Optimization exercise on an open flow, not production practice.
RTL: at most simulated, not proved equivalent.
Function not checked: run 2.
Clock network not from TritonCTS: run 6.
The clock port is an ideal driver here.
Power: default activity.

===== run.sh =====
#!/bin/bash
# synth_recipe.tcl (not shown) runs the flow's synth.tcl, then flattens the netlist and writes it again
# the make line also repeats each setting of config.mk as NAME=value (left out here)
make -C /OpenROAD-flow-scripts/flow DESIGN_CONFIG=/design/flow/config.mk WORK_HOME=/design/flow/orfs CLKGATE_MAP_FILE= SYNTH_SCRIPT=/design/flow/synth_recipe.tcl finish

===== design.v =====
`default_nettype none
module udp_ipv4_frame_filter (
   input  wire           clock,
   input  wire           reset,
   input  wire           req_valid,
   output wire           req_ready,
   input  wire  [7:0]    req_data_byte,
   input  wire           req_is_last,
   output wire           rsp_valid,
   input  wire           rsp_ready,
   output wire           rsp_accepted,
   output wire  [3:0]    rsp_verdict_code,
   output wire  [31:0]   rsp_source_addr,
   output wire  [31:0]   rsp_dest_addr,
   output wire  [6:0]    rsp_payload_offset,
   output wire  [13:0]   rsp_payload_length,
   input  wire           csr_valid,
   output wire           csr_ready,
   input  wire  [1:0]    csr_reg_index,
   input  wire  [31:0]   csr_write_data
);
   logic        en_ff, a_ok_ff, b_ok_ff;
   logic [31:0] a_ff, b_ff;
   assign csr_ready = 1'b1;
   always_ff @(posedge clock) begin
      if (reset) begin
         en_ff   <= 1'b0;
         a_ok_ff <= 1'b0;
         b_ok_ff <= 1'b0;
      end else if (csr_valid) begin
         if (csr_reg_index == 2'd0) en_ff <= csr_write_data[0];
         if (csr_reg_index == 2'd1) a_ok_ff <= 1'b1;
         if (csr_reg_index == 2'd2) b_ok_ff <= 1'b1;
      end
   end
   always_ff @(posedge clock) begin
      if (csr_valid && csr_reg_index == 2'd1) a_ff <= csr_write_data;
      if (csr_valid && csr_reg_index == 2'd2) b_ff <= csr_write_data;
   end
   logic [13:0] cnt_ff;      
   logic        pay_ff;      
   logic [3:0]  ihl_ff;
   logic        bad_eth_ff, bad_hdr_ff, bad_proto_ff, bad_ulen_ff;
   logic        hit_a_ff, hit_b_ff, hit_src_ff;
      logic [15:0] ulen_ff;
   logic [31:0] src_ff, dst_ff;
   logic        rv_ff;       
   logic [1:0]  fill_ff;     
   logic        filled_ff;
   logic        accept, act, last, xfer, rsp_valid_w;
   logic [7:0]  e;           
   logic        e_neg;
   logic        hlen_ok;
   logic        pay_start, pay_inc;
   logic        in_src, in_dst, fill_shift;
   logic [7:0]  din;
   logic [1:0]  k;
   logic [7:0]  a_byte, b_byte;
   logic        eq_a, eq_b, restart;
   logic        short_f, ip_done, hit, zfill;
   logic [3:0]  code;
   always_comb begin
      xfer   = rsp_valid_w && rsp_ready;
      accept = req_valid && req_ready;
      act    = accept && !rv_ff && !pay_ff;
      last   = accept && req_is_last;
      hlen_ok = ihl_ff[3] || (ihl_ff[2] && (ihl_ff[1] || ihl_ff[0]));
      {e_neg, e} = {1'b0, cnt_ff[7:0]} - {3'b0, ihl_ff, 2'b00};
      pay_start = act && !e_neg && e == 8'd21 && hlen_ok;
      pay_inc   = accept && !rv_ff && pay_ff && ({2'b0, cnt_ff} != ulen_ff - 16'd8) &&
                  cnt_ff != (14'd16361 - {8'd0, ihl_ff, 2'b00});
      in_src = cnt_ff[7:2] == 6'b000110 ? cnt_ff[1] :
               cnt_ff[7:2] == 6'b000111 ? !cnt_ff[1] : 1'b0;    
      in_dst = cnt_ff[7:2] == 6'b000111 ? cnt_ff[1] :
               cnt_ff[7:2] == 6'b001000 ? !cnt_ff[1] : 1'b0;    
      in_src = in_src && cnt_ff[13:8] == 6'd0;
      in_dst = in_dst && cnt_ff[13:8] == 6'd0;
      k      = cnt_ff[1:0] ^ 2'b10;
      a_byte = a_ok_ff ? a_ff[8*(3-k) +: 8] : 8'd0;
      b_byte = b_ok_ff ? b_ff[8*(3-k) +: 8] : 8'd0;
      eq_a   = req_data_byte == a_byte;
      eq_b   = req_data_byte == b_byte;
      restart = cnt_ff[1:0] == 2'b10;
      short_f = !pay_ff && cnt_ff < 14'd34;
      ip_done = pay_ff || (!e_neg && e >= 8'd14);
      hit     = hit_src_ff || hit_a_ff || hit_b_ff;
      if (short_f)                    code = 4'd1;
      else if (bad_eth_ff)            code = 4'd2;
      else if (bad_hdr_ff)            code = 4'd3;
      else if (!ip_done)              code = 4'd4;
      else if (en_ff && !hit)         code = 4'd5;
      else if (bad_proto_ff)          code = 4'd6;
      else if (!pay_ff)               code = 4'd7;
      else if (bad_ulen_ff)           code = 4'd8;
      else                            code = 4'd0;
      zfill = short_f || !ip_done;
      rsp_valid_w = rv_ff && (filled_ff || !zfill);
      fill_shift  = rv_ff && zfill;
      din = (fill_shift || bad_eth_ff || bad_hdr_ff) ? 8'd0 : req_data_byte;
   end
   assign req_ready = !rv_ff || xfer;
   always_ff @(posedge clock) begin
      if (reset || xfer) begin
         cnt_ff <= {13'd0, accept && !reset};
         pay_ff <= 1'b0;
      end else if (pay_start) begin
         cnt_ff <= 14'd0;
         pay_ff <= 1'b1;
      end else if (pay_inc || (act && !cnt_ff[7])) begin
         cnt_ff <= cnt_ff + 14'd1;
      end
   end
   always_ff @(posedge clock) begin
      if (reset || xfer) begin
         rv_ff     <= 1'b0;
         fill_ff   <= 2'd0;
         filled_ff <= 1'b0;
      end else begin
         if (last) rv_ff <= 1'b1;
         if (fill_shift) begin
            fill_ff <= fill_ff + 2'd1;
            if (fill_ff == 2'd3) filled_ff <= 1'b1;
         end
      end
      if (!reset && last && xfer) rv_ff <= 1'b1;    
   end
   always_ff @(posedge clock) begin
      if (act) begin
         if (cnt_ff == 14'd12) bad_eth_ff <= req_data_byte != 8'h08;
         if (cnt_ff == 14'd13) bad_eth_ff <= bad_eth_ff || req_data_byte != 8'h00;
         if (cnt_ff == 14'd14) begin
            ihl_ff     <= req_data_byte[3:0];
            bad_hdr_ff <= req_data_byte[7:4] != 4'd4 || req_data_byte[3:0] < 4'd5;
         end
         if (cnt_ff == 14'd23) bad_proto_ff <= req_data_byte != 8'd17;
         if (in_src || in_dst) begin
            hit_a_ff <= (restart || hit_a_ff) && eq_a;
            hit_b_ff <= (restart || hit_b_ff) && eq_b;
         end
         if (cnt_ff == 14'd29) hit_src_ff <= (hit_a_ff && eq_a) || (hit_b_ff && eq_b);
         if (!e_neg && e == 8'd18) begin
            ulen_ff[15:8]  <= req_data_byte;
         end
         if (!e_neg && e == 8'd19) begin
            ulen_ff[7:0] <= req_data_byte;
            bad_ulen_ff <= ulen_ff[15:8] == 8'd0 && req_data_byte[7:3] == 5'd0;
         end
      end
   end
   always_ff @(posedge clock) begin
      if ((act && in_src) || fill_shift) src_ff <= {src_ff[23:0], din};
      if ((act && in_dst) || fill_shift) dst_ff <= {dst_ff[23:0], din};
   end
   assign rsp_valid          = rsp_valid_w;
   assign rsp_verdict_code   = code;
   assign rsp_accepted       = code == 4'd0;
   assign rsp_source_addr    = src_ff;
   assign rsp_dest_addr      = dst_ff;
   assign rsp_payload_offset = code == 4'd0 ? {ihl_ff + 5'd5, 2'b10} : 7'd0;
   assign rsp_payload_length = code == 4'd0 ? cnt_ff : 14'd0;
endmodule
`default_nettype wire

===== constraint.sdc =====
create_clock -name core_clock -period 6.0 [get_ports {clock}]
set_input_delay 1.2000 -clock core_clock [delete_from_list [all_inputs] [get_ports {clock}]]
set_output_delay 1.2000 -clock core_clock [all_outputs]
set_load 0.01 [all_outputs]

===== config.mk =====
export PLATFORM = sky130hd
export DESIGN_NAME = udp_ipv4_frame_filter
export DESIGN_NICKNAME = udp_ipv4_frame_filter
export VERILOG_FILES = /design/flow/design.v
export SDC_FILE = /design/flow/constraint.sdc
export NUM_CORES = 4
export LEC_CHECK = 0
export CAP_MARGIN = 20
export CORE_MARGIN = 2
export CORE_UTILIZATION = 40
export SLEW_MARGIN = 20

==> impl_metrics.csv, run 1 <==
group,metric,value,unit
power_and_ir_drop,power_switching,687,uW
critical_path,path_cells,"inv_1 -> ha_1 -> inv_1 -> fa_1 -> a21o_1 -> a2111oi_0 -> o21ai_0 -> a21oi_1 -> o21bai_1 -> clkdlybuf4s50_1",
logic_synthesis,ys.flop_type,"edfxtp_1",
clock_tree,cts_inserted_buffers,17,
logic_synthesis,ys_warn_count,1,
detailed_routing,via_per_inst,5.42,
clock_tree,clockBufferDepth,2,
placed_design,dpl_worst_slack,1700,ps
floorplan,dieArea,0.0216,sq mm
clock_tree,cts_root_buf,"clkbuf_16",
clock_tree,holdBufCountCts,0,
power_and_ir_drop,intPower,2.08,mW
floorplan,core_area,0.0202,sq mm
placed_design,io_buffer_count,138,
grt,grt_overflow,0,
detailed_routing,num_vias,5617,
grt,grt_pass1_wl,29500,um
power_and_ir_drop,seq_power_share,51.0,%
detailed_routing,drc,0,
logic_synthesis,synth_fp_nets,687,
clock_tree,clk_latency,430,ps
layout,final_common_cell,"edfxtp_1",
layout,seq_area,0.00510,sq mm
clock_tree,cts_resized,0,
critical_path,path_buf_inv,3,
floorplan,fp.dieW,147,um
floorplan,dieHeight,147,um
critical_path,worstPathArrival,3560,ps
logic_synthesis,synth_area,0.00819,sq mm
power_and_ir_drop,switching_share,24.8,%
placed_design,dp_hpwl,13800,um
detailed_routing,ant_nets,0,
layout,fill_cells,1769,
grt,antenna_found_initial,0,
logic_synthesis,yosys-top-cells-area,"edfxtp_1 (57%), dfxtp_1 (5.1%), mux4_2 (4.4%), o21ai_0 (2.0%), ha_1 (1.8%)",
power_and_ir_drop,p_per_area,266,mW/mm^2
timing,fmax,210,MHz
floorplan,initial_core_util,40.6,%
floorplan,ios,141,
clock_tree,clock_sinks,177,
timing,tightest_slew,895,ps
critical_path,critPathMostFrequentCell,"inv_1",
status,status,"complete, no violations",
critical_path,critical_path.max_fanout,9,
layout,fin_nets,814,
logic_synthesis,yosysTopAreaCellShare,57.2,%
clock_tree,h-tree-depth,4,
logic_synthesis,ys_ff_latch,177,
floorplan,rows,52,
timing,period_share,79.4,%
critical_path,cp_slowest_cell,"a2111oi_0",
timing,slew_violations,0,
layout,final_cell_mix,"edfxtp_1 (156), clkdlybuf4s50_1 (138), nor2_1 (38)",
logic_synthesis,ys_seq_area_share,62.3,%
power_and_ir_drop,combPwrFrac,8.2,%
layout,antenna_cells,0,
detailed_routing,drtIter0Drc,334,
worst_hold_path,min_path_type,"reg -> reg",
timing,finClkSkew,11.8,ps
layout,drive_above_1_share,8.88,%
critical_path,max_stage_delay,720,ps
critical_path,critPathRequiredTime,4800,ps
grt,grt_usage,17.4,%
timing,fin_ws,1240,ps
critical_path,endpoint_kind,"output port",
logic_synthesis,synth_top_cell_by_area,"edfxtp_1",
detailed_routing,finalWirelength,19000,um
logic_synthesis,ys_types,75,
grt,grt_pass1_vias,5524,
clock_tree,cts_setup_buffers,0,
layout,area_delta_synth_final,27.1,%
timing,rsz0062_at_grt,"no",
layout,multi_input_area,0.00284,sq mm
timing,hold_violations,0,
grt,grt_max_degree,34,
critical_path,critPathKind,"reg -> out",
critical_path,startpoint_type,"flop",
timing,hold-worst-slack,450,ps
logic_synthesis,async_reset_ff_share,0,%
power_and_ir_drop,leakagePower,3.49,nW
power_and_ir_drop,p_total,2.76,mW
detailed_routing,avgRoutedWirePerCell,18.3,um
critical_path,cp_top_family,"compound AO/OA/AOI/OAI gates",
clock_tree,cts.clk_slew.worst_paths,80,ps
logic_synthesis,synth_edf_count,156,
clock_tree,cts_tree,"built",
placed_design,gp_congestion,0.829,
logic_synthesis,synthCells,626,
timing,setup_viol,0,
timing,timing.slew.headroom,39.9,%
flow_run,cap_violations,0,
detailed_routing,first_pass_iters,5,
power_and_ir_drop,pwr-share-clk,40.9,%
timing,final.min_clock_period,4760,ps
power_and_ir_drop,vdd_ir_drop_max,0.000234,V
logic_synthesis,syn_avg_cell_area,13.1,sq um
timing,fin_setup_tns,0,ps
[cell usage after synthesis, types with 3 or more instances]
cell type and count:
edfxtp_1 156, or3_1 10, or4_1 13, nand2_1 27
a21oi_1 20, buf_4 3, and3_1 6, mux2i_1 5
and2_1 15, o21a_1 5, o21ai_0 33, a31oi_1 4
mux4_2 16, buf_2 6, nand4_1 4, dfxtp_1 21
nor2b_1 10, and3b_1 4, o211ai_1 3, xor2_1 12
a22oi_1 8, ha_1 12, nand3b_1 3, nor3b_1 5
nand3_1 17, nor3_1 23, inv_1 25, nand2b_1 7
nor4b_1 3, or2_2 4, buf_1 6, nor2_1 38
nor4_1 11, clkbuf_1 18, o31ai_1 3, xnor2_1 16
[metal layers]
metal | up-vias | global-route usage (%) | routed length (um)
li1 | 2663 | - | -
met1 | 2760 | 22.4 | 8320
met2 | 175 | 29.9 | 9480
met3 | 19 | 3.76 | 949
met4 | 0 | 5.00 | 241
met5 | - | 0 | 0
[state kept, by name, summed over array words and instances, names as in the netlist, 2 cells and up]
name	flops
ulen_ff	16
cnt_ff	14
ihl_ff	4
a_ff	32
b_ff	32
fill_ff	2
dst_ff	32
src_ff	32
[kinds of logic after synthesis]
family	synth area share [%]
other	0.0917
xor gates and xnor gates	3.27
buffers and inverters	3.03
DFF	62.3
muxes	5.29
AOI/OAI and AO/OA	9.08
and+or+nand+nor	14.8
adders and majority gates	2.08
[layout make-up]
| type | instances | area share [%] |
|---|---|---|
| clock buffer | 17 | 4.09 |
| clock inverter | 15 | 1.91 |
| inverter | 25 | 0.902 |
| multi-input combinational | 390 | 27.3 |
| sequential | 177 | 49.0 |
| tap | 270 | 3.25 |
| timing repair buffer | 142 | 13.6 |
[power by group through the flow]
stage / clock (mW) / combinational (mW) / sequential, mW
after global routing: 1.21 / 0.246 / 1.41
after global placement: 0 / 0.224 / 1.43
after detailed placement: 0 / 0.228 / 1.44
after CTS: 1.16 / 0.229 / 1.41
after floorplan: 0 / 0.112 / 1.44
final: 1.13 / 0.226 / 1.41
[worst reg2reg max path: cells and delay by family (launching register included)]
kind	cells	cell delay, ps
simple gates	4	1300
fa+ha+maj	2	690
buf+inv	2	250
flops	1	510
compound gates	2	530
[path summary, 6_finish.rpt]
path	startpoint	to	slack, ps	depth (start not counted)
hold reg to reg	dst_ff[1]$_DFFE_PP_	dst_ff[9]$_DFFE_PP_	450	0
setup / recovery	cnt_ff[2]$_SDFFE_PP0P_	rsp_verdict_code[0]	1240	10
setup reg to reg	cnt_ff[2]$_SDFFE_PP0P_	src_ff[30]$_DFFE_PP_	2330	10
hold / removal	dst_ff[1]$_DFFE_PP_	dst_ff[9]$_DFFE_PP_	450	0
[stage by stage]
step | utilization (%) | instance area (sq um) | cells
detailed placement | 48.5 | 9780 | 1004
CTS | 51.6 | 10400 | 1036
finish | 51.6 | 10400 | 1036
floorplan | - | 8190 | 626
global placement | 48.5 | 9780 | 1004
global route | 51.6 | 10400 | 1036
Testbench counts, summed over its fixed seeds: cycles 393,172, frames 1,200.
==> inputs of run 2 (changes only) <==
--- a/design.v
+++ b/design.v
@@ -43,5 +43,6 @@
    logic        bad_eth_ff, bad_hdr_ff, bad_proto_ff, bad_ulen_ff;
    logic        hit_a_ff, hit_b_ff, hit_src_ff;
-      logic [15:0] ulen_ff;
+   logic        big_ff;      
+   logic [13:0] rem_ff;      
    logic [31:0] src_ff, dst_ff;
    logic        rv_ff;       
@@ -68,5 +69,5 @@
       {e_neg, e} = {1'b0, cnt_ff[7:0]} - {3'b0, ihl_ff, 2'b00};
       pay_start = act && !e_neg && e == 8'd21 && hlen_ok;
-      pay_inc   = accept && !rv_ff && pay_ff && ({2'b0, cnt_ff} != ulen_ff - 16'd8) &&
+      pay_inc   = accept && !rv_ff && pay_ff && !(!big_ff && rem_ff == 14'd8) &&
                   cnt_ff != (14'd16361 - {8'd0, ihl_ff, 2'b00});
       in_src = cnt_ff[7:2] == 6'b000110 ? cnt_ff[1] :
@@ -140,11 +141,13 @@
          if (cnt_ff == 14'd29) hit_src_ff <= (hit_a_ff && eq_a) || (hit_b_ff && eq_b);
          if (!e_neg && e == 8'd18) begin
-            ulen_ff[15:8]  <= req_data_byte;
+            big_ff        <= req_data_byte[7:6] != 2'd0;
+            rem_ff[13:8]  <= req_data_byte[5:0];
          end
          if (!e_neg && e == 8'd19) begin
-            ulen_ff[7:0] <= req_data_byte;
-            bad_ulen_ff <= ulen_ff[15:8] == 8'd0 && req_data_byte[7:3] == 5'd0;
+            rem_ff[7:0] <= req_data_byte;
+            bad_ulen_ff <= !big_ff && rem_ff[13:8] == 6'd0 && req_data_byte[7:3] == 5'd0;
          end
       end
+      if (pay_inc) rem_ff <= rem_ff - 14'd1;
    end
    always_ff @(posedge clock) begin
==> run 2 against run 1 <==
  * Still clean
  * Clock skew down 1.7 ps
  * Worst hold slack worse by 11 ps
  * Via count down 1.1%
  * Sequential share of layout area down 0.17 points
  * Clock power about the same
  * Wire length up 0.40%
  * Flip-flop and latch count down 1
  * First-iteration DRC count down 16%
  * Utilization about the same
  * Area after synthesis down 0.63%
  * Synthesized cell count down 0.64%
  * Final cell count unchanged
  * Critical path type unchanged
  * Largest power group unchanged
  * Highest routed layer unchanged
==> impl_metrics.csv, run 2 <==
group,metric,value,unit
layout,area_delta_synth_final,27.6,%
floorplan,dieHeight,147,um
layout,drive_above_1_share,9.53,%
grt,grt_usage,17.8,%
detailed_routing,via_per_inst,5.36,
layout,fill_cells,1709,
timing,tightest_slew,1060,ps
power_and_ir_drop,leakagePower,3.44,nW
detailed_routing,num_vias,5557,
logic_synthesis,yosysTopAreaCellShare,57.2,%
clock_tree,clk_latency,430,ps
clock_tree,cts.clk_slew.worst_paths,70,ps
detailed_routing,drtIter0Drc,281,
detailed_routing,drc,0,
logic_synthesis,yosys.cell_count.top_type,"edfxtp_1",
logic_synthesis,ys_warn_count,1,
power_and_ir_drop,p_per_area,263,mW/mm^2
status,status,"complete, no violations",
layout,fin_util,51.6,%
placed_design,dp_hpwl,14000,um
critical_path,critPathRequiredTime,4800,ps
placed_design,io_buffer_count,138,
critical_path,critical_path.max_fanout,15,
grt,antenna_found_initial,0,
timing,slew_violations,0,
placed_design,dpl_worst_slack,1520,ps
logic_synthesis,yosys-top-cells-area,"edfxtp_1 (57%), dfxtp_1 (5.2%), mux4_2 (3.9%), ha_1 (2.0%), nor2_1 (1.9%)",
timing,fin_setup_tns,0,ps
logic_synthesis,ys_ff_latch,176,
floorplan,dieArea,0.0215,sq mm
timing,setup_viol,0,
logic_synthesis,ys.flop_type,"edfxtp_1",
layout,instances_no_fill,1036,
flow_run,cap_violations,0,
timing,period_share,82.5,%
floorplan,ios,141,
timing,fmax,202,MHz
worst_hold_path,min_path_type,"reg -> reg",
timing,finClkSkew,10.2,ps
detailed_routing,finalWirelength,19100,um
logic_synthesis,synth_fp_nets,684,
critical_path,critPathKind,"reg -> out",
power_and_ir_drop,vdd_ir_drop_max,0.000190,V
detailed_routing,ant_nets,0,
layout,antenna_cells,0,
timing,hold_violations,0,
logic_synthesis,synth_top_cell_by_area,"edfxtp_1",
grt,grt_pass1_wl,30100,um
layout,fin_nets,815,
layout,finalInstanceArea,0.0104,sq mm
logic_synthesis,syn_avg_cell_area,13.1,sq um
clock_tree,clockBufferDepth,2,
timing,rsz0062_at_grt,"no",
logic_synthesis,async_reset_ff_share,0,%
floorplan,core_area,0.0201,sq mm
critical_path,cp-endpoint,"rsp_verdict_code[1]",
layout,final_common_cell,"edfxtp_1",
clock_tree,cts_resized,0,
logic_synthesis,ys_types,72,
timing,hold-worst-slack,439,ps
critical_path,worst_r2r_endpoint,"dst_ff[6]$_DFFE_PP_",
floorplan,rows,52,
logic_synthesis,synthCells,622,
placed_design,gp_congestion,0.867,
critical_path,startpoint_type,"flop",
clock_tree,cts_setup_buffers,0,
timing,timing.slew.headroom,29.0,%
detailed_routing,first_pass_iters,4,
clock_tree,cts_tree,"built",
clock_tree,h-tree-depth,4,
critical_path,worstPathArrival,3750,ps
floorplan,fp.dieW,147,um
logic_synthesis,synth_area,0.00814,sq mm
logic_synthesis,synth_commonest_cells,"edfxtp_1 (155), nor2_1 (42), nand2_1 (30), o21ai_0 (30), inv_1 (25)",
clock_tree,cts_inserted_buffers,17,
power_and_ir_drop,p_total,2.73,mW
clock_tree,cts_root_buf,"clkbuf_16",
clock_tree,holdBufCountCts,0,
grt,grt_pass1_vias,5487,
logic_synthesis,ys_seq_area_share,62.4,%
clock_tree,clock_sinks,176,
timing,fin_ws,1050,ps
timing,final.min_clock_period,4950,ps
grt,grt_overflow,0,
critical_path,endpoint_kind,"output port",
critical_path,critPathLaunch,"cnt_ff[3]$_SDFFE_PP0P_",
floorplan,initial_core_util,40.5,%
grt,grt_max_degree,34,
layout,final_cell_mix,"edfxtp_1 (155), clkdlybuf4s50_1 (138), nor2_1 (42)",
critical_path,reg2reg_slack,2120,ps
placed_design,placed_cells,1003,
detailed_routing,avgRoutedWirePerCell,18.4,um
critical_path,r2r_cells,11,
logic_synthesis,synth_edf_count,155,
critical_path,r2r-start,"cnt_ff[2]$_SDFFE_PP0P_",
placed_design,placed_cell_area,0.00976,sq mm
==> run 2: cell count changes in the layout (fill, tap and decap cells not counted), sizes merged, moves of 5 or more <==
cell / delta
nor2b: -7
a211oi: +12
nand4: +9
o211ai: +11
or4: -8
and3: +6
a21oi: -8
nor2: +5
==> run 2: logic make-up (layout without fill, tap and decap cells) <==
| logic type | count (synthesis) | in the layout | synth area share (%) |
|---|---|---|---|
| AOI/OAI and AO/OA | 105 | 105 | 9.09 |
| xor gates and xnor gates | 32 | 32 | 3.61 |
| adders and majority gates | 14 | 14 | 2.24 |
| buffers and inverters | 58 | 202 | 3.15 |
| DFF | 176 | 176 | 62.4 |
| muxes | 24 | 24 | 5.20 |
| other | 2 | 2 | 0.0923 |
| and+or+nand+nor | 211 | 211 | 14.3 |
==> run 2: power by group <==
part	switching, mW	internal (mW)
Clock	0.503	0.593
Sequential	0.0187	1.38
Combinational	0.118	0.114
==> run 2: layer usage <==
layer,global-route usage (%),vias to the layer above,wire length (um)
li1,-,2654,-
met1,24.8,2692,8720
met2,27.9,187,8780
met3,5.41,24,1320
met4,3.45,0,238
met5,0,-,0
==> run 2: worst max-delay path: stages (launching register included) <==
cell and delay (ps):
dfxtp_1 710, ha_1 350, and4b_1 210, a211oi_2 240, mux2i_2 390, a211oi_2 250, or4_1 440, a21oi_1 160
clkdlybuf4s50_1 570
==> run 2: worst min-delay path by stage <==
stage	end	slack, ps	from	depth (start not counted)
2_1_floorplan	en_ff$_SDFFE_PP0P_	450	en_ff$_SDFFE_PP0P_	2
3_3_place_gp	dst_ff[11]$_DFFE_PP_	430	dst_ff[3]$_DFFE_PP_	0
3_5_place_dp	src_ff[23]$_DFFE_PP_	430	src_ff[15]$_DFFE_PP_	0
4_1_cts	src_ff[23]$_DFFE_PP_	440	src_ff[15]$_DFFE_PP_	0
5_1_grt	dst_ff[11]$_DFFE_PP_	450	dst_ff[3]$_DFFE_PP_	0
6_report	src_ff[23]$_DFFE_PP_	440	src_ff[15]$_DFFE_PP_	0
==> run 2: final cells by class <==
class | count | area [sq um] | area share [%]
tap | 270 | 338 | 3.25
clock buffer | 17 | 425 | 4.10
timing repair buffer | 145 | 1450 | 14.0
multi-input combinational | 388 | 2830 | 27.3
clock inverter | 15 | 165 | 1.59
sequential | 176 | 5070 | 48.9
inverter | 25 | 93.8 | 0.904
==> inputs of run 3 (changes only) <==
--- a/design.v
+++ b/design.v
@@ -43,6 +43,5 @@
    logic        bad_eth_ff, bad_hdr_ff, bad_proto_ff, bad_ulen_ff;
    logic        hit_a_ff, hit_b_ff, hit_src_ff;
-   logic        big_ff;      
-   logic [13:0] rem_ff;      
+      logic [15:0] ulen_ff;
    logic [31:0] src_ff, dst_ff;
    logic        rv_ff;       
@@ -69,5 +68,5 @@
       {e_neg, e} = {1'b0, cnt_ff[7:0]} - {3'b0, ihl_ff, 2'b00};
       pay_start = act && !e_neg && e == 8'd21 && hlen_ok;
-      pay_inc   = accept && !rv_ff && pay_ff && !(!big_ff && rem_ff == 14'd8) &&
+      pay_inc   = accept && !rv_ff && pay_ff && ({2'b0, cnt_ff} != ulen_ff - 16'd8) &&
                   cnt_ff != (14'd16361 - {8'd0, ihl_ff, 2'b00});
       in_src = cnt_ff[7:2] == 6'b000110 ? cnt_ff[1] :
@@ -141,13 +140,11 @@
          if (cnt_ff == 14'd29) hit_src_ff <= (hit_a_ff && eq_a) || (hit_b_ff && eq_b);
          if (!e_neg && e == 8'd18) begin
-            big_ff        <= req_data_byte[7:6] != 2'd0;
-            rem_ff[13:8]  <= req_data_byte[5:0];
+            ulen_ff[15:8]  <= req_data_byte;
          end
          if (!e_neg && e == 8'd19) begin
-            rem_ff[7:0] <= req_data_byte;
-            bad_ulen_ff <= !big_ff && rem_ff[13:8] == 6'd0 && req_data_byte[7:3] == 5'd0;
+            ulen_ff[7:0] <= req_data_byte;
+            bad_ulen_ff <= ulen_ff[15:8] == 8'd0 && req_data_byte[7:3] == 5'd0;
          end
       end
-      if (pay_inc) rem_ff <= rem_ff - 14'd1;
    end
    always_ff @(posedge clock) begin
==> flow/run.sh (new file) <==
#!/bin/bash
# the standard layout with three changes: an area-oriented abc script in synthesis,
# the smallest buffer on the ports, and a clock tree of smaller buffers
set -euo pipefail
here=$(pwd)
rm -rf "$here/scripts"
cp -r "$FLOW_HOME/scripts" "$here/scripts"
cp "$here/flow/abc.script" "$here/scripts/abc_speed.script"
export BUFFER_PORTS_ARGS="-buffer_cell sky130_fd_sc_hd__buf_1"
export CTS_ARGS="-sink_clustering_enable -repair_clock_nets -buf_list sky130_fd_sc_hd__clkbuf_8 -sink_clustering_size 16 -sink_clustering_max_diameter 60 -dont_use_dummy_load"
bash standard.sh SCRIPTS_DIR="$here/scripts" finish > standard_flow.log 2>&1
==> flow/abc.script (new file) <==
&get -n
&st
&deepsyn -T 60
&dch
&nf -R 1000
&put
topo
==> standard.sh (new file) <==
#!/bin/bash
# synth_recipe.tcl (not shown) runs the flow's synth.tcl, then flattens the netlist and writes it again
# the make line also repeats each setting of config.mk as NAME=value (left out here)
make -C /OpenROAD-flow-scripts/flow DESIGN_CONFIG=/design/flow/config.mk WORK_HOME=/design/flow/orfs CLKGATE_MAP_FILE= SYNTH_SCRIPT=/design/flow/synth_recipe.tcl "${@:-finish}"
removed: run.sh
==> run 3 against run 2 <==
  * Flip-flop and latch count increased by 1
  * Register-to-register slack got worse by 390 ps
  * Largest cell class unchanged
  * Worst setup slack gained 160 ps
  * Critical path type unchanged
  * Power shrank 19%
  * First-iteration DRC count grew 44%
  * Still clean
  * Design area decreased by 19%
  * Count of clock-buffer cells in the layout unchanged
==> impl_metrics.csv, run 3 <==
group,metric,value,unit
status,status,"complete, no violations",
timing,finClkSkew,32.4,ps
timing,fmax,209,MHz
critical_path,reg2reg_slack,1730,ps
logic_synthesis,ys_seq_area_share,69.8,%
grt,grt_overflow,0,
logic_synthesis,yosys-top-cells-area,"edfxtp_1 (64%), dfxtp_1 (5.7%), nand2_1 (2.8%), xnor2_1 (2.3%), a222oi_1 (2.1%)",
detailed_routing,avgRoutedWirePerCell,18.2,um
placed_design,gp_congestion,0.849,
timing,fin_setup_tns,0,ps
grt,grt_pass1_wl,26900,um
floorplan,fp.dieW,139,um
critical_path,critPathRequiredTime,4800,ps
logic_synthesis,async_reset_ff_share,0,%
detailed_routing,via_per_inst,5.35,
grt,antenna_found_initial,0,
logic_synthesis,yosysTopAreaCellShare,64.1,%
layout,final_cell_mix,"edfxtp_1 (156), buf_1 (138), nand2_1 (55)",
worst_hold_path,min_path_type,"reg -> reg",
layout,fill_cells,1639,
detailed_routing,finalWirelength,16900,um
floorplan,initial_core_util,40.7,%
critical_path,worstPathArrival,3590,ps
logic_synthesis,ys_warn_count,1,
detailed_routing,first_pass_iters,5,
detailed_routing,drtIter0Drc,406,
placed_design,dp_hpwl,12200,um
power_and_ir_drop,p_per_area,264,mW/mm^2
timing,slew_violations,0,
floorplan,dieArea,0.0194,sq mm
critical_path,critical_path.max_fanout,5,
clock_tree,clockBufferDepth,2,
clock_tree,clock_sinks,177,
critical_path,critPathMostFrequentCell,"nand2_1",
layout,drive_above_1_share,3.85,%
critical_path,max_stage_delay,450,ps
clock_tree,cts_inserted_buffers,17,
clock_tree,cts_root_buf,"clkbuf_8",
floorplan,ios,141,
power_and_ir_drop,vdd_ir_drop_max,0.000152,V
detailed_routing,drc,0,
logic_synthesis,syn_avg_cell_area,13.5,sq um
placed_design,dpl_worst_slack,1720,ps
critical_path,cp_top_family,"compound AO/OA/AOI/OAI gates",
layout,antenna_cells,0,
power_and_ir_drop,leakagePower,2.77,nW
logic_synthesis,synth_top_cell_by_area,"edfxtp_1",
clock_tree,clk_latency,460,ps
grt,grt_usage,17.9,%
flow_run,cap_violations,0,
logic_synthesis,synth_fp_nets,603,
clock_tree,cts_resized,0,
floorplan,core_area,0.0180,sq mm
timing,rsz0062_at_grt,"no",
clock_tree,cts_setup_buffers,0,
floorplan,dieHeight,139,um
critical_path,endpoint_kind,"output port",
grt,grt_pass1_vias,4961,
timing,tightest_slew,922,ps
timing,fin_ws,1210,ps
clock_tree,cts_tree,"built",
logic_synthesis,synth_edf_count,156,
detailed_routing,ant_nets,0,
logic_synthesis,synth_commonest_cells,"edfxtp_1 (156), nand2_1 (55), nor2_1 (40)",
clock_tree,cts.clk_slew.worst_paths,90,ps
clock_tree,holdBufCountCts,0,
timing,period_share,79.9,%
critical_path,cp_slowest_cell,"edfxtp_1",
detailed_routing,num_vias,4979,
timing,hold_violations,0,
critical_path,critPathKind,"reg -> out",
layout,area_delta_synth_final,15.2,%
logic_synthesis,synthCells,542,
critical_path,path_buf_inv,3,
grt,grt_max_degree,34,
logic_synthesis,yosys.cell_count.top_type,"edfxtp_1",
logic_synthesis,ys_types,49,
power_and_ir_drop,p_total,2.22,mW
critical_path,path_cells,"ha_1 -> clkinv_1 -> fa_1 -> a21o_1 -> a21o_1 -> nand2_1 -> o21ai_0 -> a21oi_1 -> a21oi_1 -> nor4_1 -> clkinv_1 -> o21ai_0 -> a21boi_0 -> nand2_1 -> nand2_1 -> buf_1",
layout,fin_nets,765,
logic_synthesis,ys_ff_latch,177,
floorplan,rows,49,
logic_synthesis,ys.flop_type,"edfxtp_1",
clock_tree,h-tree-depth,4,
layout,final_common_cell,"edfxtp_1",
timing,setup_viol,0,
logic_synthesis,synth_area,0.00731,sq mm
timing,timing.slew.headroom,38.1,%
critical_path,startpoint_type,"flop",
timing,final.min_clock_period,4790,ps
placed_design,io_buffer_count,138,
[run 3: logic make-up after synthesis]
family | count (synthesis) | share of synthesized area [%]
compound gates | 94 | 8.95
xor+xnor | 32 | 3.83
fa+ha+maj | 13 | 2.33
buf+inv | 28 | 1.59
flops | 177 | 69.8
other cells | 2 | 0.103
simple gates | 196 | 13.4
[run 3: path summary, 6_finish.rpt]
path | cells after the start | end | from
setup / recovery | 16 | req_ready | ihl_ff[0]$_DFFE_PP_
setup reg to reg | 17 | cnt_ff[0]$_DFFE_PP_ | ihl_ff[0]$_DFFE_PP_
hold / removal | 0 | dst_ff[29]$_DFFE_PP_ | dst_ff[21]$_DFFE_PP_
hold reg to reg | 0 | dst_ff[29]$_DFFE_PP_ | dst_ff[21]$_DFFE_PP_
[run 3: area by class of cell]
| cell class | instances | area, sq um | area share, % |
|---|---|---|---|
| repair buffers | 146 | 598 | 7.10 |
| multi-input cells | 337 | 2110 | 25.0 |
| flip-flops and latches | 177 | 5100 | 60.6 |
| well taps | 229 | 287 | 3.40 |
| inverters | 25 | 93.8 | 1.11 |
| clock buffers | 17 | 234 | 2.78 |
[run 3: worst register-to-register path: cells and delay by family (launching register included)]
family / cells / cell delay [ps]
flip-flops: 1 / 450
buffers and inverters: 2 / 240
AO/OA/AOI/OAI: 9 / 1770
AND/OR/NAND/NOR: 4 / 970
adder cells (fa/ha/maj): 2 / 610
[run 3: layer usage]
metal	part of all wire (%)	vias to the layer above	track usage, %	wire length [um]
li1	-	2386	-	-
met1	45	2398	24.0	7660
met2	48	179	29.4	8140
met3	5.2	16	3.85	880
met4	1.3	0	5.74	223
met5	0	-	0	0
[run 3: metrics by stage]
stage	cells	utilization, %	instance area, sq um	hold slack (ps)
3_5_place_dp	913	45.4	8160	433
6_report	931	46.9	8420	433
2_1_floorplan	542	-	7310	435
3_3_place_gp	913	45.4	8160	431
5_1_grt	931	46.9	8420	447
4_1_cts	930	46.7	8400	440
[run 3: where the power goes]
| group | internal, mW | switching [mW] | total (mW) | leakage (nW) |
|---|---|---|---|---|
| logic | 0.0644 | 0.126 | 0.190 | 1.02 |
| clock network | 0.250 | 0.355 | 0.605 | 0.122 |
| registers | 1.40 | 0.0257 | 1.43 | 1.62 |
Testbench counts of run 3, summed over its fixed seeds: cycles 393,172, frames 1,200.
==> inputs of run 4 (changes only) <==
--- a/design.v
+++ b/design.v
@@ -41,7 +41,8 @@
    logic        pay_ff;      
    logic [3:0]  ihl_ff;
-   logic        bad_eth_ff, bad_hdr_ff, bad_proto_ff, bad_ulen_ff;
+   logic        bad_eth_ff, bad_hdr_ff, bad_proto_ff;
    logic        hit_a_ff, hit_b_ff, hit_src_ff;
-      logic [15:0] ulen_ff;
+   logic [13:0] ulen_ff;     
+   logic        big_ff;      
    logic [31:0] src_ff, dst_ff;
    logic        rv_ff;       
@@ -57,5 +58,7 @@
    logic [1:0]  k;
    logic [7:0]  a_byte, b_byte;
-   logic        eq_a, eq_b, restart;
+   logic        eq_a, eq_b, zero_byte, restart;
+   logic        at_len, at_bound;
+   logic        cnt_clr, cnt_inc;
    logic        short_f, ip_done, hit, zfill;
    logic [3:0]  code;
@@ -68,19 +71,20 @@
       {e_neg, e} = {1'b0, cnt_ff[7:0]} - {3'b0, ihl_ff, 2'b00};
       pay_start = act && !e_neg && e == 8'd21 && hlen_ok;
-      pay_inc   = accept && !rv_ff && pay_ff && ({2'b0, cnt_ff} != ulen_ff - 16'd8) &&
-                  cnt_ff != (14'd16361 - {8'd0, ihl_ff, 2'b00});
+      at_len    = !big_ff && cnt_ff == ulen_ff - 14'd8;
+      at_bound  = cnt_ff[13:7] == 7'h7f && cnt_ff[1:0] == 2'b01 &&
+                  cnt_ff[6:2] == 5'd26 - {1'b0, ihl_ff};
+      pay_inc   = accept && !rv_ff && pay_ff && !at_len && !at_bound;
       in_src = cnt_ff[7:2] == 6'b000110 ? cnt_ff[1] :
                cnt_ff[7:2] == 6'b000111 ? !cnt_ff[1] : 1'b0;    
       in_dst = cnt_ff[7:2] == 6'b000111 ? cnt_ff[1] :
                cnt_ff[7:2] == 6'b001000 ? !cnt_ff[1] : 1'b0;    
-      in_src = in_src && cnt_ff[13:8] == 6'd0;
-      in_dst = in_dst && cnt_ff[13:8] == 6'd0;
       k      = cnt_ff[1:0] ^ 2'b10;
-      a_byte = a_ok_ff ? a_ff[8*(3-k) +: 8] : 8'd0;
-      b_byte = b_ok_ff ? b_ff[8*(3-k) +: 8] : 8'd0;
-      eq_a   = req_data_byte == a_byte;
-      eq_b   = req_data_byte == b_byte;
+      a_byte = a_ff[8*(3-k) +: 8];
+      b_byte = b_ff[8*(3-k) +: 8];
+      zero_byte = req_data_byte == 8'd0;
+      eq_a   = a_ok_ff ? req_data_byte == a_byte : zero_byte;
+      eq_b   = b_ok_ff ? req_data_byte == b_byte : zero_byte;
       restart = cnt_ff[1:0] == 2'b10;
-      short_f = !pay_ff && cnt_ff < 14'd34;
+      short_f = !pay_ff && cnt_ff[7:0] < 8'd34;
       ip_done = pay_ff || (!e_neg && e >= 8'd14);
       hit     = hit_src_ff || hit_a_ff || hit_b_ff;
@@ -92,5 +96,5 @@
       else if (bad_proto_ff)          code = 4'd6;
       else if (!pay_ff)               code = 4'd7;
-      else if (bad_ulen_ff)           code = 4'd8;
+      else if (!big_ff && ulen_ff[13:3] == 11'd0)           code = 4'd8;
       else                            code = 4'd0;
       zfill = short_f || !ip_done;
@@ -100,13 +104,14 @@
    end
    assign req_ready = !rv_ff || xfer;
+   always_comb begin
+      cnt_clr = reset || xfer || pay_start;
+      cnt_inc = !reset && (xfer ? accept : (pay_inc || (act && !cnt_ff[7] && !pay_start)));
+   end
    always_ff @(posedge clock) begin
+      cnt_ff <= (cnt_clr ? 14'd0 : cnt_ff) + {13'd0, cnt_inc};
       if (reset || xfer) begin
-         cnt_ff <= {13'd0, accept && !reset};
          pay_ff <= 1'b0;
       end else if (pay_start) begin
-         cnt_ff <= 14'd0;
          pay_ff <= 1'b1;
-      end else if (pay_inc || (act && !cnt_ff[7])) begin
-         cnt_ff <= cnt_ff + 14'd1;
       end
    end
@@ -127,22 +132,22 @@
    always_ff @(posedge clock) begin
       if (act) begin
-         if (cnt_ff == 14'd12) bad_eth_ff <= req_data_byte != 8'h08;
-         if (cnt_ff == 14'd13) bad_eth_ff <= bad_eth_ff || req_data_byte != 8'h00;
-         if (cnt_ff == 14'd14) begin
+         if (cnt_ff[7:0] == 8'd12) bad_eth_ff <= req_data_byte != 8'h08;
+         if (cnt_ff[7:0] == 8'd13) bad_eth_ff <= bad_eth_ff || req_data_byte != 8'h00;
+         if (cnt_ff[7:0] == 8'd14) begin
             ihl_ff     <= req_data_byte[3:0];
             bad_hdr_ff <= req_data_byte[7:4] != 4'd4 || req_data_byte[3:0] < 4'd5;
          end
-         if (cnt_ff == 14'd23) bad_proto_ff <= req_data_byte != 8'd17;
+         if (cnt_ff[7:0] == 8'd23) bad_proto_ff <= req_data_byte != 8'd17;
          if (in_src || in_dst) begin
             hit_a_ff <= (restart || hit_a_ff) && eq_a;
             hit_b_ff <= (restart || hit_b_ff) && eq_b;
          end
-         if (cnt_ff == 14'd29) hit_src_ff <= (hit_a_ff && eq_a) || (hit_b_ff && eq_b);
+         if (cnt_ff[7:0] == 8'd29) hit_src_ff <= (hit_a_ff && eq_a) || (hit_b_ff && eq_b);
          if (!e_neg && e == 8'd18) begin
-            ulen_ff[15:8]  <= req_data_byte;
+            big_ff        <= req_data_byte[7:6] != 2'd0;
+            ulen_ff[13:8] <= req_data_byte[5:0];
          end
          if (!e_neg && e == 8'd19) begin
             ulen_ff[7:0] <= req_data_byte;
-            bad_ulen_ff <= ulen_ff[15:8] == 8'd0 && req_data_byte[7:3] == 5'd0;
          end
       end
--- a/flow/run.sh
+++ b/flow/run.sh
@@ -8,4 +8,4 @@
 cp "$here/flow/abc.script" "$here/scripts/abc_speed.script"
 export BUFFER_PORTS_ARGS="-buffer_cell sky130_fd_sc_hd__buf_1"
-export CTS_ARGS="-sink_clustering_enable -repair_clock_nets -buf_list sky130_fd_sc_hd__clkbuf_8 -sink_clustering_size 16 -sink_clustering_max_diameter 60 -dont_use_dummy_load"
+export CTS_ARGS="-sink_clustering_enable -repair_clock_nets -buf_list sky130_fd_sc_hd__clkbuf_16 -sink_clustering_size 30 -sink_clustering_max_diameter 100 -dont_use_dummy_load"
 bash standard.sh SCRIPTS_DIR="$here/scripts" finish > standard_flow.log 2>&1
==> run 4 against run 3 <==
  * Highest routed layer unchanged
  * Count of clock-buffer cells in the layout unchanged
  * Critical endpoint is now cnt_ff[12]$_DFF_P_
  * Sequential power about the same
  * Largest cell class unchanged
  * Clock skew decreased by 5.1 ps
  * Flip-flop and latch count decreased by 2
  * Design area decreased by 0.21%
  * Still clean on timing, DRC and antenna
==> impl_metrics.csv, run 4 <==
group,metric,value,unit
status,status,"complete, no violations",
layout,final_cell_mix,"edfxtp_1 (153), buf_1 (138), nand2_1 (44)",
logic_synthesis,yosys-top-cells-area,"edfxtp_1 (64%), dfxtp_1 (6.2%), xnor2_1 (2.6%), nand2_1 (2.3%), a21oi_1 (2.0%)",
detailed_routing,ant_nets,0,
timing,hold_violations,0,
logic_synthesis,synth_top_cell_by_area,"edfxtp_1",
logic_synthesis,async_reset_ff_share,0,%
logic_synthesis,synthCells,519,
layout,antenna_cells,0,
layout,final_common_cell,"edfxtp_1",
floorplan,dieArea,0.0189,sq mm
detailed_routing,first_pass_iters,6,
detailed_routing,via_per_inst,5.40,
power_and_ir_drop,vdd_ir_drop_max,0.000189,V
grt,grt_pass1_wl,25600,um
grt,antenna_found_initial,0,
timing,timing.slew.headroom,27.4,%
floorplan,fp.dieW,138,um
worst_hold_path,min_path_type,"reg -> reg",
timing,finClkSkew,27.3,ps
critical_path,critical_path.max_fanout,13,
clock_tree,cts_resized,0,
clock_tree,holdBufCountCts,0,
placed_design,dp_hpwl,12100,um
clock_tree,cts_setup_buffers,0,
critical_path,critPathRequiredTime,6290,ps
logic_synthesis,ys_warn_count,1,
detailed_routing,num_vias,4863,
grt,grt_max_degree,34,
logic_synthesis,ys_seq_area_share,70.6,%
grt,grt_usage,18.3,%
timing,period_share,82.7,%
critical_path,worstPathArrival,5250,ps
timing,fin_setup_tns,0,ps
placed_design,placed_cells,883,
detailed_routing,avgRoutedWirePerCell,18.7,um
placed_design,io_buffer_count,138,
critical_path,startpoint_type,"flop",
power_and_ir_drop,p_total,2.46,mW
logic_synthesis,syn_avg_cell_area,13.7,sq um
timing,setup_viol,0,
detailed_routing,finalWirelength,16900,um
logic_synthesis,ys.flop_type,"edfxtp_1",
timing,final.min_clock_period,4960,ps
logic_synthesis,yosys.cell_count.top_type,"edfxtp_1",
clock_tree,clockBufferDepth,2,
power_and_ir_drop,leakagePower,2.77,nW
logic_synthesis,yosysTopAreaCellShare,64.4,%
layout,finalInstanceArea,0.00841,sq mm
clock_tree,clk_latency,420,ps
layout,fin_nets,738,
timing,rsz0062_at_grt,"no",
floorplan,ios,141,
critical_path,endpoint_kind,"flop",
clock_tree,cts_inserted_buffers,17,
layout,fill_cells,1565,
layout,instances_no_fill,901,
clock_tree,h-tree-depth,4,
floorplan,dieHeight,138,um
timing,slew_violations,0,
logic_synthesis,ys_types,52,
critical_path,critPathKind,"reg -> reg",
logic_synthesis,ys_ff_latch,175,
clock_tree,cts_root_buf,"clkbuf_16",
clock_tree,cts.clk_slew.worst_paths,70,ps
floorplan,rows,48,
detailed_routing,drtIter0Drc,403,
grt,grt_overflow,0,
clock_tree,cts_tree,"built",
layout,area_delta_synth_final,17.9,%
flow_run,cap_violations,0,
power_and_ir_drop,p_per_area,293,mW/mm^2
placed_design,placed_cell_area,0.00795,sq mm
logic_synthesis,synth_fp_nets,579,
placed_design,gp_congestion,0.832,
logic_synthesis,synth_area,0.00713,sq mm
timing,fmax,202,MHz
floorplan,core_area,0.0174,sq mm
detailed_routing,drc,0,
floorplan,initial_core_util,41.1,%
timing,tightest_slew,1090,ps
logic_synthesis,synth_commonest_cells,"edfxtp_1 (153), nand2_1 (44), nor2_1 (37)",
layout,drive_above_1_share,3.55,%
clock_tree,clock_sinks,175,
logic_synthesis,synth_edf_count,153,
grt,grt_pass1_vias,4699,
-- run 4: cell count changes in the layout (fill, tap and decap cells not counted), moves of 4 or more --
cell	delta
a21boi_0	-5
a21oi_1	+7
a222oi_1	-5
and2_0	+11
and3_1	+5
clkbuf_16	+17
clkbuf_8	-17
clkinv_1	-9
nand2_1	-11
nor3_1	-4
nor4_1	-4
o21ai_0	-6
o22ai_1	+8
xor2_1	-4
-- run 4: final timing paths --
| check | startpoint | endpoint | slack (ps) | cells past startpoint |
|---|---|---|---|---|
| setup / recovery | cnt_ff[2]$_DFF_P_ | cnt_ff[12]$_DFF_P_ | 1040 | 21 |
| hold / removal | src_ff[18]$_DFFE_PP_ | src_ff[26]$_DFFE_PP_ | 440 | 0 |
| setup reg to reg | cnt_ff[2]$_DFF_P_ | cnt_ff[12]$_DFF_P_ | 1040 | 21 |
| hold reg to reg | src_ff[18]$_DFFE_PP_ | src_ff[26]$_DFFE_PP_ | 440 | 0 |
-- run 4: layout make-up --
| type | instances | area (sq um) | area share (%) |
|---|---|---|---|
| repair buffers | 143 | 576 | 6.85 |
| multi-input cells | 325 | 2030 | 24.1 |
| clock buffers | 17 | 425 | 5.06 |
| flip-flops and latches | 175 | 5030 | 59.9 |
| inverters | 16 | 60.1 | 0.714 |
| well taps | 225 | 282 | 3.35 |
-- run 4: kinds of logic after synthesis --
group	count (synthesis)	synth area share (%)
xor gates and xnor gates	30	3.68
DFF	175	70.6
AOI/OAI and AO/OA	90	8.40
adders and majority gates	12	2.21
buffers and inverters	19	1.16
other	2	0.105
and+or+nand+nor	191	13.8
-- run 4: metal layers --
metal	vias up	GRT usage [%]	routed length, um
met5	-	0	0
met3	17	4.56	1010
met1	2383	24.4	7580
met2	163	30.0	8090
met4	0	5.21	187
li1	2300	-	-
-- run 4: stage by stage --
stage	setup WS [ps]	hold WS, ps	utilization (%)
5_1_grt	697	452	48.4
4_1_cts	1110	447	48.3
2_1_floorplan	1330	435	-
6_report	1040	445	48.4
3_3_place_gp	1370	431	45.8
3_5_place_dp	1090	430	45.8
-- run 4: where the power goes --
group,switching (mW),internal [mW],leakage [nW],total [mW]
combinational,0.125,0.0588,0.960,0.184
clock,0.378,0.492,0.209,0.870
sequential,0.0255,1.39,1.60,1.41
-- run 4: critical path, stage by stage (launching register included) --
cell      delay (ps)
dfxtp_1          430
clkinv_1         150
ha_1             160
clkinv_1          90
fa_1             420
a21o_1           170
a21o_1           180
nor4_1           280
a41oi_1          130
nor2b_1          190
o21a_1           180
and2_0           250
or3_1            600
nor2_1           170
ha_1             210
ha_1             220
and4_1           240
and3_1           210
and3_1           210
nand4_1          120
xor2_1           170
nor2_1            50
Testbench counts of run 4, summed over its fixed seeds: cycles 393,172, frames 1,200.
==> inputs of run 5 (changes only) <==
--- a/flow/run.sh
+++ b/flow/run.sh
@@ -8,4 +8,4 @@
 cp "$here/flow/abc.script" "$here/scripts/abc_speed.script"
 export BUFFER_PORTS_ARGS="-buffer_cell sky130_fd_sc_hd__buf_1"
-export CTS_ARGS="-sink_clustering_enable -repair_clock_nets -buf_list sky130_fd_sc_hd__clkbuf_16 -sink_clustering_size 30 -sink_clustering_max_diameter 100 -dont_use_dummy_load"
+export CTS_ARGS="-sink_clustering_enable -repair_clock_nets -buf_list sky130_fd_sc_hd__clkbuf_8 -sink_clustering_size 16 -sink_clustering_max_diameter 60 -dont_use_dummy_load"
 bash standard.sh SCRIPTS_DIR="$here/scripts" finish > standard_flow.log 2>&1
==> run 5 against run 4 <==
  * Register-to-register slack about the same
  * Final cell count unchanged
  * Utilization decreased by 1.1 points
  * Critical path type unchanged
  * Combinational power about the same
  * Power decreased by 11%
  * Critical path depth unchanged
  * Synthesized cell count unchanged
  * Largest power group unchanged
  * Highest routed layer unchanged
  * Clock skew increased by 15 ps
==> impl_metrics.csv, run 5 <==
group,metric,value,unit
status,status,"complete, no violations",
clock_tree,clockBufferDepth,2,
timing,fmax,202,MHz
logic_synthesis,synthMuxAreaShare,0,%
worst_hold_path,min_path_cells,0,
timing,hold_violations,0,
critical_path,worstPathArrival,5260,ps
clock_tree,cts_root_buf,"clkbuf_8",
timing,setup_viol,0,
power_and_ir_drop,p_per_area,266,mW/mm^2
floorplan,fp.dieW,138,um
detailed_routing,drc,0,
detailed_routing,via_per_inst,5.41,
clock_tree,holdBufCountCts,0,
detailed_routing,drtIter0Drc,374,
timing,rsz0062_at_grt,"no",
critical_path,startpoint_type,"flop",
detailed_routing,ant_nets,0,
floorplan,core_area,0.0174,sq mm
logic_synthesis,synth_fp_nets,579,
floorplan,initial_core_util,41.1,%
critical_path,critPathMostFrequentCell,"ha_1",
logic_synthesis,ys_ff_latch,175,
power_and_ir_drop,intPower,1.69,mW
clock_tree,clock_sinks,175,
power_and_ir_drop,p_total,2.19,mW
logic_synthesis,async_reset_ff_share,0,%
timing,period_share,82.5,%
power_and_ir_drop,switching_share,22.6,%
grt,grt_pass1_wl,25500,um
logic_synthesis,synth_fa_ha_area_share,2.21,%
logic_synthesis,synth_top_cell_by_area,"edfxtp_1",
layout,drive_above_1_share,3.55,%
clock_tree,cts_inserted_buffers,17,
timing,slew_violations,0,
layout,final_cell_mix,"edfxtp_1 (153), buf_1 (138), nand2_1 (44)",
logic_synthesis,ys_warn_count,1,
critical_path,max_stage_delay,600,ps
logic_synthesis,yosys-top-cells-area,"edfxtp_1 (64%), dfxtp_1 (6.2%), xnor2_1 (2.6%), nand2_1 (2.3%), a21oi_1 (2.0%)",
placed_design,io_buffer_count,138,
critical_path,cp_slowest_cell,"or3_1",
power_and_ir_drop,pwr-share-clk,27.2,%
power_and_ir_drop,seq_power_share,64.4,%
layout,antenna_cells,0,
clock_tree,clk_latency,450,ps
detailed_routing,avgRoutedWirePerCell,18.7,um
logic_synthesis,synth_edf_count,153,
logic_synthesis,syn_avg_cell_area,13.7,sq um
layout,fill_cells,1583,
timing,finClkSkew,42.7,ps
floorplan,ios,141,
clock_tree,h-tree-depth,4,
critical_path,endpoint_kind,"flop",
clock_tree,cts_tree,"built",
logic_synthesis,yosysTopAreaCellShare,64.4,%
flow_run,cap_violations,0,
layout,area_delta_synth_final,15.2,%
detailed_routing,num_vias,4877,
logic_synthesis,synth_compound_area_share,8.40,%
critical_path,critPathKind,"reg -> reg",
critical_path,reg2reg_slack,1050,ps
grt,grt_max_degree,34,
layout,fin_nets,738,
logic_synthesis,ys_seq_area_share,70.6,%
logic_synthesis,ys.flop_type,"edfxtp_1",
logic_synthesis,ys_types,52,
power_and_ir_drop,combPwrFrac,8.4,%
timing,timing.slew.headroom,29.0,%
clock_tree,cts_resized,0,
layout,instances_no_fill,901,
grt,grt_pass1_vias,4693,
critical_path,path_cells,"clkinv_1 -> ha_1 -> clkinv_1 -> fa_1 -> a21o_1 -> a21o_1 -> nor4_1 -> a41oi_1 -> nor2b_1 -> o21a_1 -> and2_0 -> or3_1 -> nor2_1 -> ha_1 -> ha_1 -> and4_1 -> and3_1 -> and3_1 -> nand4_1 -> xor2_1 -> nor2_1",
placed_design,gp_congestion,0.832,
layout,final_common_cell,"edfxtp_1",
logic_synthesis,synthCells,519,
floorplan,rows,48,
logic_synthesis,synth_commonest_cells,"edfxtp_1 (153), nand2_1 (44), nor2_1 (37)",
clock_tree,cts_setup_buffers,0,
power_and_ir_drop,power_switching,495,uW
power_and_ir_drop,leakagePower,2.69,nW
clock_tree,cts.clk_slew.worst_paths,100,ps
critical_path,critPathRequiredTime,6310,ps
timing,fin_setup_tns,0,ps
grt,antenna_found_initial,0,
logic_synthesis,yosys.cell_count.top_type,"edfxtp_1",
detailed_routing,first_pass_iters,5,
placed_design,dp_hpwl,12100,um
logic_synthesis,synth_xor_area_share,3.68,%
floorplan,dieHeight,138,um
timing,tightest_slew,1060,ps
grt,grt_usage,18.2,%
critical_path,critical_path.max_fanout,13,
logic_synthesis,synth_area,0.00713,sq mm
placed_design,placed_cells,883,
worst_hold_path,min_path_type,"reg -> reg",
critical_path,r2r_cells,21,
detailed_routing,finalWirelength,16900,um
logic_synthesis,synth_top_family_by_area,"simple AND/OR/NAND/NOR gates",
floorplan,dieArea,0.0189,sq mm
timing,final.min_clock_period,4950,ps
power_and_ir_drop,vdd_ir_drop_max,0.000175,V
logic_synthesis,synth-simple-area-share,13.8,%
grt,grt_overflow,0,
[run 5: cell counts after synthesis]
No cell type changed its count.
[run 5: final timing paths]
check	from	to
worst max-delay path	cnt_ff[2]$_DFF_P_	cnt_ff[12]$_DFF_P_
worst min-delay path	dst_ff[2]$_DFFE_PP_	dst_ff[10]$_DFFE_PP_
worst max register to register	cnt_ff[2]$_DFF_P_	cnt_ff[12]$_DFF_P_
worst min register to register	dst_ff[2]$_DFFE_PP_	dst_ff[10]$_DFFE_PP_
[run 5: routing by layer]
metal	vias up	share of wire (%)	track usage [%]	routed length, um
met5	-	0	0	0
met4	0	1.3	5.84	223
met3	17	6.5	4.30	1100
met2	198	48	29.7	8040
met1	2364	45	24.0	7520
li1	2298	-	-	-
[run 5: power by group through the flow]
| stage | logic [mW] | registers (mW) | clock network (mW) |
|---|---|---|---|
| 2_1_floorplan | 0.0876 | 1.44 | 0 |
| 3_5_place_dp | 0.182 | 1.44 | 0 |
| 3_3_place_gp | 0.179 | 1.43 | 0 |
| 5_1_grt | 0.204 | 1.41 | 0.661 |
| 6_report | 0.184 | 1.41 | 0.595 |
| 4_1_cts | 0.182 | 1.41 | 0.613 |
[run 5: cells by family (layout without fill, tap and decap cells)]
kind of cell,Yosys count,count (layout)
buffers and inverters,19,176
other,2,2
XOR/XNOR,30,30
AND/OR/NAND/NOR,191,191
flip-flops,175,175
adder cells (fa/ha/maj),12,12
AO/OA/AOI/OAI,90,90
[run 5: layout make-up]
| class | instances | area (sq um) | area share, % |
|---|---|---|---|
| inverter | 16 | 60.1 | 0.731 |
| timing repair buffer | 143 | 576 | 7.01 |
| multi-input combinational | 325 | 2030 | 24.7 |
| clock buffer | 17 | 234 | 2.85 |
| sequential | 175 | 5030 | 61.3 |
| tap | 225 | 282 | 3.43 |
[run 5: critical path, delay by kind of cell (launching register included)]
kind | cells | cell delay [ps]
compound gates | 4 | 670
xor+xnor | 1 | 170
fa+ha+maj | 4 | 1010
buf+inv | 2 | 240
flops | 1 | 430
simple gates | 10 | 2320
[run 5: per-stage QoR]
step	hold slack, ps	setup WS, ps	area, sq um	util [%]
4_1_cts	441	1120	8190	47.2
6_report	436	1050	8210	47.3
3_3_place_gp	431	1370	7950	45.8
3_5_place_dp	430	1090	7950	45.8
5_1_grt	456	705	8210	47.3
2_1_floorplan	435	1330	7130	-
==> inputs of run 6 (changes only) <==
==> flow/run.sh (replaced) <==
#!/bin/bash
# the standard layout with three changes: an area-oriented abc script in synthesis,
# the smallest buffer on the ports, and a small hand-built clock tree (flow/mcts.tcl:
# one root buffer driving eleven leaf buffers, each leaf driving one balanced cluster
# of nearby registers) in place of TritonCTS's tree
set -euo pipefail
here=$(pwd)
rm -rf "$here/scripts"
cp -r "$FLOW_HOME/scripts" "$here/scripts"
cp "$here/flow/abc.script" "$here/scripts/abc_speed.script"
export BUFFER_PORTS_ARGS="-buffer_cell sky130_fd_sc_hd__buf_1"
export PRE_CTS_TCL="$here/flow/mcts.tcl"
export MCTS_LEAVES=11 MCTS_LEAF_CELL=sky130_fd_sc_hd__clkbuf_8 MCTS_ROOT_CELL=sky130_fd_sc_hd__clkbuf_8
bash standard.sh SCRIPTS_DIR="$here/scripts" finish > standard_flow.log 2>&1
==> flow/mcts.tcl (new file) <==
rename clock_tree_synthesis _bench_cts_unused
proc clock_tree_synthesis { args } {
  set nleaf $::env(MCTS_LEAVES)
  set leafm $::env(MCTS_LEAF_CELL)
  set rootm $::env(MCTS_ROOT_CELL)
  set db [ord::get_db]
  set block [ord::get_db_block]
  set clk [$block findNet clock]
  set sinks {}
  foreach it [$clk getITerms] {
    set inst [$it getInst]
    lassign [$inst getLocation] x y
    set m [$inst getMaster]
    lappend sinks [list $it [expr {$x + [$m getWidth]/2}] [expr {$y + [$m getHeight]/2}]]
  }
  # k-means on the sink locations, seeded along a diagonal sort
  set sorted [lsort -real -index 1 $sinks]
  set n [llength $sorted]
  set cents {}
  for {set k 0} {$k < $nleaf} {incr k} {
    set s [lindex $sorted [expr {int(($k + 0.5) * $n / $nleaf)}]]
    lappend cents [list [lindex $s 1] [lindex $s 2]]
  }
  for {set iter 0} {$iter < 30} {incr iter} {
    # capacitated assignment: every cluster takes at most cap sinks; the pairs are
    # taken nearest first
    set cap [expr {($n + $nleaf - 1) / $nleaf}]
    set pairs {}
    set i 0
    foreach s $sinks {
      for {set k 0} {$k < $nleaf} {incr k} {
        lassign [lindex $cents $k] cx cy
        lappend pairs [list [expr {abs([lindex $s 1]-$cx) + abs([lindex $s 2]-$cy)}] $i $k]
      }
      incr i
    }
    set groups [lrepeat $nleaf {}]
    set size [lrepeat $nleaf 0]
    set done [lrepeat $n 0]
    foreach p [lsort -real -index 0 $pairs] {
      lassign $p d i k
      if {[lindex $done $i] || [lindex $size $k] >= $cap} continue
      lset done $i 1
      lset size $k [expr {[lindex $size $k] + 1}]
      lset groups $k [concat [lindex $groups $k] [list [lindex $sinks $i]]]
    }
    set cents {}
    foreach g $groups {
      set sx 0; set sy 0
      foreach s $g { set sx [expr {$sx + [lindex $s 1]}]; set sy [expr {$sy + [lindex $s 2]}] }
      set c [llength $g]; if {$c == 0} { set c 1 }
      lappend cents [list [expr {int($sx / $c)}] [expr {int($sy / $c)}]]
    }
  }
  set lm [$db findMaster $leafm]
  set drv $clk
  if {$rootm ne ""} {
    set rm [$db findMaster $rootm]
    set rx 0; set ry 0
    foreach c $cents { set rx [expr {$rx + [lindex $c 0]}]; set ry [expr {$ry + [lindex $c 1]}] }
    set rinst [odb::dbInst_create $block $rm clkbuf_root]
    $rinst setLocation [expr {int($rx / $nleaf)}] [expr {int($ry / $nleaf)}]
    $rinst setPlacementStatus PLACED
    set drv [odb::dbNet_create $block clknet_root]
    $drv setSigType CLOCK
    [$rinst findITerm A] connect $clk
    [$rinst findITerm X] connect $drv
  }
  for {set k 0} {$k < $nleaf} {incr k} {
    set g [lindex $groups $k]
    if {[llength $g] == 0} continue
    set inst [odb::dbInst_create $block $lm clkbuf_leaf_$k]
    lassign [lindex $cents $k] cx cy
    $inst setLocation [expr {$cx - [$lm getWidth]/2}] [expr {$cy - [$lm getHeight]/2}]
    $inst setPlacementStatus PLACED
    set net [odb::dbNet_create $block clknet_leaf_$k]
    $net setSigType CLOCK
    [$inst findITerm A] connect $drv
    [$inst findITerm X] connect $net
    foreach s $g {
      set it [lindex $s 0]
      $it disconnect
      $it connect $net
    }
    puts "manual cts: leaf $k drives [llength $g] clock pins"
  }
  set_propagated_clock [all_clocks]
}
--- a/config.mk
+++ b/config.mk
@@ -6,6 +6,6 @@
 export NUM_CORES = 4
 export LEC_CHECK = 0
-export CAP_MARGIN = 20
+export CAP_MARGIN = 0
 export CORE_MARGIN = 2
 export CORE_UTILIZATION = 40
-export SLEW_MARGIN = 20
+export SLEW_MARGIN = 0
==> run 6 against run 5 <==
  * Still clean
  * Flip-flop and latch count did not move
  * Clock power fell by 12%
  * Final cell count fell by 0.67%
  * Sequential power barely moved
  * Largest power group unchanged
  * Sequential share of layout area rose by 0.73 points
  * Combinational power barely moved
  * Register-to-register slack got worse by 40 ps
  * First-iteration DRC count rose by 13%
  * Worst setup slack got worse by 42 ps
  * Wire length barely moved
  * Global-route usage fell by 0.75 points
  * Critical path type unchanged
==> impl_metrics.csv, run 6 <==
group,metric,value,unit
status,status,"complete, no violations",
timing,hold-worst-slack,449,ps
power_and_ir_drop,pwr-share-clk,24.9,%
layout,drive_above_1_share,2.69,%
layout,final_cell_mix,"edfxtp_1 (153), buf_1 (138), nand2_1 (44)",
timing,fmax,200,MHz
critical_path,max_stage_delay,600,ps
floorplan,ios,141,
critical_path,path_depth,21,
detailed_routing,drtIter0Drc,421,
critical_path,critPathMostFrequentCell,"ha_1",
detailed_routing,ant_nets,0,
detailed_routing,drc,0,
critical_path,r2r_cells,21,
layout,fin_nets,732,
detailed_routing,via_per_inst,5.37,
power_and_ir_drop,combPwrFrac,8.5,%
clock_tree,cts.clk_slew.worst_paths,100,ps
logic_synthesis,ys_seq_area_share,70.6,%
logic_synthesis,synth_top_cell_by_area,"edfxtp_1",
timing,rsz0062_at_grt,"no",
critical_path,critPathLaunch,"cnt_ff[2]$_DFF_P_",
power_and_ir_drop,intPower,1.62,mW
critical_path,reg2reg_slack,1010,ps
logic_synthesis,synth_area,0.00713,sq mm
layout,multi_input_area,0.00203,sq mm
placed_design,dpl_worst_slack,1090,ps
timing,slew_violations,0,
logic_synthesis,yosys.cell_count.top_type,"edfxtp_1",
critical_path,critPathKind,"reg -> reg",
grt,grt_pass1_wl,25600,um
layout,antenna_cells,0,
layout,instances_no_fill,895,
critical_path,worstPathArrival,5310,ps
timing,final.min_clock_period,4990,ps
logic_synthesis,synth_edf_count,153,
critical_path,endpoint_kind,"flop",
logic_synthesis,yosysTopAreaCellShare,64.4,%
clock_tree,clk_latency,440,ps
detailed_routing,num_vias,4802,
critical_path,worst_r2r_endpoint,"cnt_ff[12]$_DFF_P_",
timing,setup_viol,0,
critical_path,cp-endpoint,"cnt_ff[12]$_DFF_P_",
placed_design,io_buffer_count,138,
timing,finClkSkew,12.0,ps
logic_synthesis,ys_types,52,
timing,fin_setup_tns,0,ps
power_and_ir_drop,power_switching,496,uW
critical_path,startpoint_type,"flop",
clock_tree,holdBufCountCts,0,
logic_synthesis,ys_warn_count,1,
critical_path,cp_top_family,"simple AND/OR/NAND/NOR gates",
grt,grt_overflow,0,
grt,grt_max_degree,34,
critical_path,critPathRequiredTime,6320,ps
logic_synthesis,ys.flop_type,"edfxtp_1",
timing,fin_ws,1010,ps
logic_synthesis,yosys-top-cells-area,"edfxtp_1 (64%), dfxtp_1 (6.2%), xnor2_1 (2.6%), nand2_1 (2.3%), a21oi_1 (2.0%)",
floorplan,initial_core_util,41.1,%
logic_synthesis,synth_commonest_cells,"edfxtp_1 (153), nand2_1 (44), nor2_1 (37)",
timing,timing.slew.headroom,25.7,%
timing,period_share,83.2,%
power_and_ir_drop,p_per_area,260,mW/mm^2
floorplan,fp.dieW,138,um
grt,grt_pass1_vias,4650,
layout,final_common_cell,"edfxtp_1",
layout,area_delta_synth_final,13.8,%
clock_tree,cts_resized,0,
floorplan,core_area,0.0174,sq mm
layout,fill_cells,1590,
placed_design,placed_cells,883,
run 6: cell counts after synthesis:
No cell type changed its count.
run 6: stage by stage:
| step | area, sq um | util [%] | power, mW |
|---|---|---|---|
| after floorplan | 7130 | - | 1.53 |
| after global placement | 7950 | 45.8 | 1.61 |
| after detailed placement | 7950 | 45.8 | 1.62 |
| after CTS | 8120 | 46.8 | 2.14 |
| after global routing | 8120 | 46.8 | 2.21 |
| final | 8120 | 46.8 | 2.11 |
run 6: cells by family (layout without fill, tap and decap cells):
family	after synthesis	count (layout)	synth area share (%)
AOI/OAI and AO/OA	90	90	8.40
and+or+nand+nor	191	191	13.8
xor gates and xnor gates	30	30	3.68
buffers and inverters	19	170	1.16
DFF	175	175	70.6
adders and majority gates	12	12	2.21
other	2	2	0.105
run 6: worst min path at each step:
stage / start / cells after the start / end
6_report: dst_ff[6]$_DFFE_PP_ / 0 / dst_ff[14]$_DFFE_PP_
2_1_floorplan: fill_ff[0]$_SDFFE_PP0P_ / 1 / fill_ff[0]$_SDFFE_PP0P_
5_1_grt: dst_ff[0]$_DFFE_PP_ / 0 / dst_ff[8]$_DFFE_PP_
3_3_place_gp: dst_ff[3]$_DFFE_PP_ / 0 / dst_ff[11]$_DFFE_PP_
3_5_place_dp: src_ff[2]$_DFFE_PP_ / 0 / src_ff[10]$_DFFE_PP_
4_1_cts: src_ff[13]$_DFFE_PP_ / 0 / src_ff[21]$_DFFE_PP_
run 6: layer usage:
metal / wire [um] / vias to the layer above / GRT usage [%] / part of all wire (%)
li1: - / 2285 / - / -
met1: 7430 / 2306 / 24.2 / 44
met2: 8000 / 193 / 30.2 / 47
met3: 1250 / 18 / 2.21 / 7.4
met4: 221 / 0 / 2.41 / 1.3
met5: 0 / - / 0 / 0
run 6: power by group through the flow:
| stage | registers [mW] | logic (mW) | clock network (mW) |
|---|---|---|---|
| detailed placement | 1.44 | 0.182 | 0 |
| finish | 1.41 | 0.181 | 0.526 |
| floorplan | 1.44 | 0.0876 | 0 |
| CTS | 1.41 | 0.182 | 0.547 |
| global route | 1.41 | 0.200 | 0.593 |
| global placement | 1.43 | 0.179 | 0 |
run 6: layout make-up:
cell class | count | area share (%)
multi-input combinational | 325 | 25.0
timing repair buffer | 142 | 6.75
inverter | 16 | 0.740
tap | 225 | 3.47
buffer | 12 | 2.03
sequential | 175 | 62.0
